Source: an optimization exercise on an open RTL-to-GDS flow (aim: small area, a short achievable clock period and few clock cycles per item). Production flows keep margins and buffers that such runs may drop. In this exercise RTL edits were held to simulation tests only and were not proved equivalent to the original.

## sub_bytes_engine
module sub_bytes_engine #(
   parameter int WORD_BYTES = 16,
   parameter int LANES      = 1,
   parameter int INVERSE_EN = 1
) (
   input  logic                    clk,
   input  logic                    rst_n,
   input  logic                    in_valid,
   output logic                    in_ready,
   input  logic [8*WORD_BYTES-1:0] in_data,
   input  logic                    in_inv,
   output logic                    out_valid,
   input  logic                    out_ready,
   output logic [8*WORD_BYTES-1:0] out_data,
   output logic                    busy
);
export LEC_CHECK = 0
export CAP_MARGIN = 20
export CORE_MARGIN = 2
export CORE_UTILIZATION = 40
export SETUP_SLACK_MARGIN = 3.7
export SLEW_MARGIN = 20
export SYNTH_HIERARCHICAL = 1
export SYNTH_MINIMUM_KEEP_SIZE = 0
create_clock -name core_clock -period 7.5 [get_ports {clk}]
standard.sh (not shown) runs the stock make flow with config.mk's settings and CLKGATE_MAP_FILE= SYNTH_SCRIPT=/design/flow/synth_recipe.tcl, a recipe that flattens the netlist after the stock synthesis.
==> flow/flow/run.sh <==
#!/bin/bash
# The standard layout, with the port buffers made from sky130_fd_sc_hd__buf_2 instead of
# the buffer that buffer_ports picks by default (a slow delay cell).
set -euo pipefail
export BUFFER_PORTS_ARGS="-buffer_cell sky130_fd_sc_hd__buf_2"
bash standard.sh finish > standard_finish.log 2>&1
The baseline went through all stages and came out clean.
Testbench counts at the start, summed over its fixed seeds: cycles 1,616, items 1,600.
==> next run, changes <==
--- a/flow/config.mk
+++ b/flow/config.mk
@@ -10,3 +10,3 @@
 export CORE_UTILIZATION = 40
-export SETUP_SLACK_MARGIN = 3.7
+export SETUP_SLACK_MARGIN = 3.9
 export SLEW_MARGIN = 20
=> Area after synthesis does not change. Cell count grows by 5.4%. Register-to-register slack gains 70 ps. Worst setup slack gains 150 ps. First-iteration DRC count goes up by 10%. Via count is higher by 6.5%. Flip-flop and latch count is unchanged. Clock-buffer cell count stays the same. Utilization rises by 5.0 points.

========
Setup of fjord:
Another version of the RTL of sub_bytes_engine (not shown whole).
Size: about 3600 cells after synthesis, ~260 I/O pins, roughly 28000 sq um of cells after synthesis.
Design sub_bytes_engine, start of the top module:
module sub_bytes_engine #(
   parameter int WORD_BYTES = 16,
   parameter int LANES      = 1,
   parameter int INVERSE_EN = 1
) (
   input  logic                    clk,
   input  logic                    rst_n,
   input  logic                    in_valid,
   output logic                    in_ready,
   input  logic [8*WORD_BYTES-1:0] in_data,
   input  logic                    in_inv,
   output logic                    out_valid,
   input  logic                    out_ready,
   output logic [8*WORD_BYTES-1:0] out_data,
   output logic                    busy
);
   logic                    v1_q, v2_q;
   logic                    inv1_q, inv2_q;
   logic                    in_inv_e;
   logic                    en;
   logic [8*WORD_BYTES-1:0] s1_d, s1_q;
   logic [8*WORD_BYTES-1:0] s2_d, s2_q;
   assign in_inv_e = in_inv & (INVERSE_EN != 0);
   for (genvar i = 0; i < WORD_BYTES; i++) begin : g_byte
      sb_s01 u_s01 (.si(in_data[8*i +: 8]), .inv(in_inv_e), .so(s1_d[8*i +: 8]));
      sb_s14 u_s14 (.si(s1_q[8*i +: 8]), .inv(1'b0), .so(s2_d[8*i +: 8]));
      sb_s45 u_s45 (.si(s2_q[8*i +: 8]), .inv(inv2_q), .so(out_data[8*i +: 8]));
   end
   assign en        = ~v2_q | out_ready;
   sb_ready u_ready (.full(v2_q), .taken(out_ready), .ready(in_ready));
   assign out_valid = v2_q;
   assign busy      = v1_q | v2_q;
   always_ff @(posedge clk or negedge rst_n) begin
      if (!rst_n) begin
         v1_q <= 1'b0;
         v2_q <= 1'b0;
      end else if (en) begin
         v1_q <= in_valid;
         v2_q <= v1_q;
      end
   end
   always_ff @(posedge clk) begin
      if (en) begin
  ...
clock: 7.5 ns
lec_check: 0
cap_margin: 20
core_margin: 2
core_utilization: 60
setup_slack_margin: 3.7
slew_margin: 20
synth_hierarchical: 1
synth_minimum_keep_size: 0
Scripts as last shown in full above: flow/flow/run.sh
fjord went all the way through the flow, and no timing, DRC or antenna check failed.
Testbench counts of fjord, summed over its fixed seeds: cycles 1,616, items 1,600.
Here is what was changed in the inputs of ember compared with fjord.
# fjord
export LEC_CHECK = 0
export CAP_MARGIN = 20
export CORE_MARGIN = 2
export CORE_UTILIZATION = 60
export SETUP_SLACK_MARGIN = 3.7
export SLEW_MARGIN = 20
export SYNTH_HIERARCHICAL = 1
export SYNTH_MINIMUM_KEEP_SIZE = 0
create_clock -name core_clock -period 7.5 [get_ports {clk}]
# ember
export LEC_CHECK = 0
export CAP_MARGIN = 20
export CORE_MARGIN = 2
export CORE_UTILIZATION = 60
export SETUP_SLACK_MARGIN = 3.8
export SLEW_MARGIN = 20
export SYNTH_HIERARCHICAL = 1
export SYNTH_MINIMUM_KEEP_SIZE = 0
create_clock -name core_clock -period 7.5 [get_ports {clk}]
==> flow/flow/run.sh <==
#!/bin/bash
# The standard layout, with the port buffers made from sky130_fd_sc_hd__buf_1 instead of
# the buffer that buffer_ports picks by default (a slow delay cell).
set -euo pipefail
export BUFFER_PORTS_ARGS="-buffer_cell sky130_fd_sc_hd__buf_1"
bash standard.sh finish > standard_finish.log 2>&1
Notes after the runs:
- ember: all stages complete, timing, DRC and antenna checks passed
- Total half-perimeter wirelength after legalization and detailed placement, fjord and ember: smaller value in fjord
- When ember is set beside fjord, its overall routing resource usage turns out to be 0.51 points larger.
- Compared with fjord, in ember clock network contribution to total cell area picked up an extra 0.30 points, minimum hold slack picked up an extra 0.015 ns, non-clock buffer count picked up an extra about 0.75%.
- Compared with fjord, ember ends up with a smaller final cell area.
- Between ember and fjord, the cell count does not differ in any meaningful way.
- Per the comparison of ember with fjord, fraction of the cycle the final worst path needs shrank by 1.2 points; number of sequential cells held steady.
Relative to ember, the following input files were edited for onyx:
# ember
export LEC_CHECK = 0
export CAP_MARGIN = 20
export CORE_MARGIN = 2
export CORE_UTILIZATION = 60
export SETUP_SLACK_MARGIN = 3.8
export SLEW_MARGIN = 20
export SYNTH_HIERARCHICAL = 1
export SYNTH_MINIMUM_KEEP_SIZE = 0
create_clock -name core_clock -period 7.5 [get_ports {clk}]
# onyx
export LEC_CHECK = 0
export CAP_MARGIN = 20
export CORE_MARGIN = 2
export CORE_UTILIZATION = 60
export SETUP_SLACK_MARGIN = 4.0
export SLEW_MARGIN = 20
export SYNTH_HIERARCHICAL = 1
export SYNTH_MINIMUM_KEEP_SIZE = 0
create_clock -name core_clock -period 7.5 [get_ports {clk}]
==> flow/flow/run.sh <==
#!/bin/bash
# The standard layout, with the port buffers made from sky130_fd_sc_hd__buf_2 instead of
# the buffer that buffer_ports picks by default (a slow delay cell).
set -euo pipefail
export BUFFER_PORTS_ARGS="-buffer_cell sky130_fd_sc_hd__buf_2"
bash standard.sh finish > standard_finish.log 2>&1
### Flow results
The higher routed wire length came out of onyx.
The slack of the critical path reported for onyx is greater than that of ember by 0.010 ns.
Compared with ember, in onyx fmax held steady; worst slack at placement now larger.
Looking only at count of buffers added by post-CTS timing repair for setup, and setting everything else aside, the lower value of ember and onyx goes to ember.
As far as die outline height goes, onyx and ember are indistinguishable; the numbers are identical.
Global-route wire length before repair: onyx vs ember up about 3%
Changes in tundra relative to onyx:
# onyx
export LEC_CHECK = 0
export CAP_MARGIN = 20
export CORE_MARGIN = 2
export CORE_UTILIZATION = 60
export SETUP_SLACK_MARGIN = 4.0
export SLEW_MARGIN = 20
export SYNTH_HIERARCHICAL = 1
export SYNTH_MINIMUM_KEEP_SIZE = 0
create_clock -name core_clock -period 7.5 [get_ports {clk}]
# tundra
export LEC_CHECK = 0
export CAP_MARGIN = 20
export CORE_MARGIN = 2
export CORE_UTILIZATION = 60
export SETUP_SLACK_MARGIN = 3.85
export SLEW_MARGIN = 20
export SYNTH_HIERARCHICAL = 1
export SYNTH_MINIMUM_KEEP_SIZE = 0
create_clock -name core_clock -period 7.5 [get_ports {clk}]
==> flow/flow/run.sh <==
#!/bin/bash
# The standard layout, with the port buffers made from sky130_fd_sc_hd__buf_1 instead of
# the buffer that buffer_ports picks by default (a slow delay cell).
set -euo pipefail
export BUFFER_PORTS_ARGS="-buffer_cell sky130_fd_sc_hd__buf_1"
bash standard.sh finish > standard_finish.log 2>&1
tundra against onyx: design area shrank by 6.5%, worst setup slack before clock tree synthesis fell by 0.15 ns, via density per instance went down by about 0.9%, sequential share of layout area moved up. The clock skew reported for tundra is greater than that of onyx by 0.0062 ns. Between onyx and tundra, the flow reports clock buffer instance count of the final layout increasing by more than 10%. Wire length the detailed router placed on met1, onyx and tundra: smaller value in tundra. In the tables for onyx and tundra, share of the clock period used by the worst path after layout reads higher with onyx.

==> what the ideal ports hide <==
The flow's constraints put no driver on any port. The routed layouts listed below were extracted and timed again, unchanged, in two steps.
Step 1, drivers: a clkbuf_16 drives clk and a buf_2 each remaining input, both assumed.
Step 2 also shifts input and output timing later by t, the mid clock arrival at the registers, as if the neighbouring blocks saw the same clock.
a / b / c = ideal ports / drivers / drivers and shift; a / b = the first two.
run | t, ns | setup WS [ns] | worst hold slack (ns) | clock arrival spread, ns
the first run of note 1 | 0.600 | 3.773 / 3.711 / 3.903 | 0.422 / 0.422 / 0.422 | 0.022 / 0.022
the second run of note 1 | 0.599 | 3.918 / 3.859 / 3.966 | 0.423 / 0.423 / 0.423 | 0.023 / 0.024
fjord | 0.623 | 3.744 / 3.688 / 3.900 | 0.410 / 0.410 / 0.410 | 0.019 / 0.020
ember | 0.594 | 3.837 / 3.778 / 3.712 | 0.425 / 0.425 / 0.425 | 0.019 / 0.018
onyx | 0.623 | 3.847 / 3.791 / 3.885 | 0.413 / 0.413 / 0.413 | 0.015 / 0.015
tundra | 0.595 | 3.909 / 3.851 / 3.710 | 0.424 / 0.424 / 0.424 | 0.018 / 0.019
After both steps every run listed still meets setup and hold. The setup slack of tundra, which loses most, moves by -0.058 ns with the drivers and by -0.199 ns with both steps.
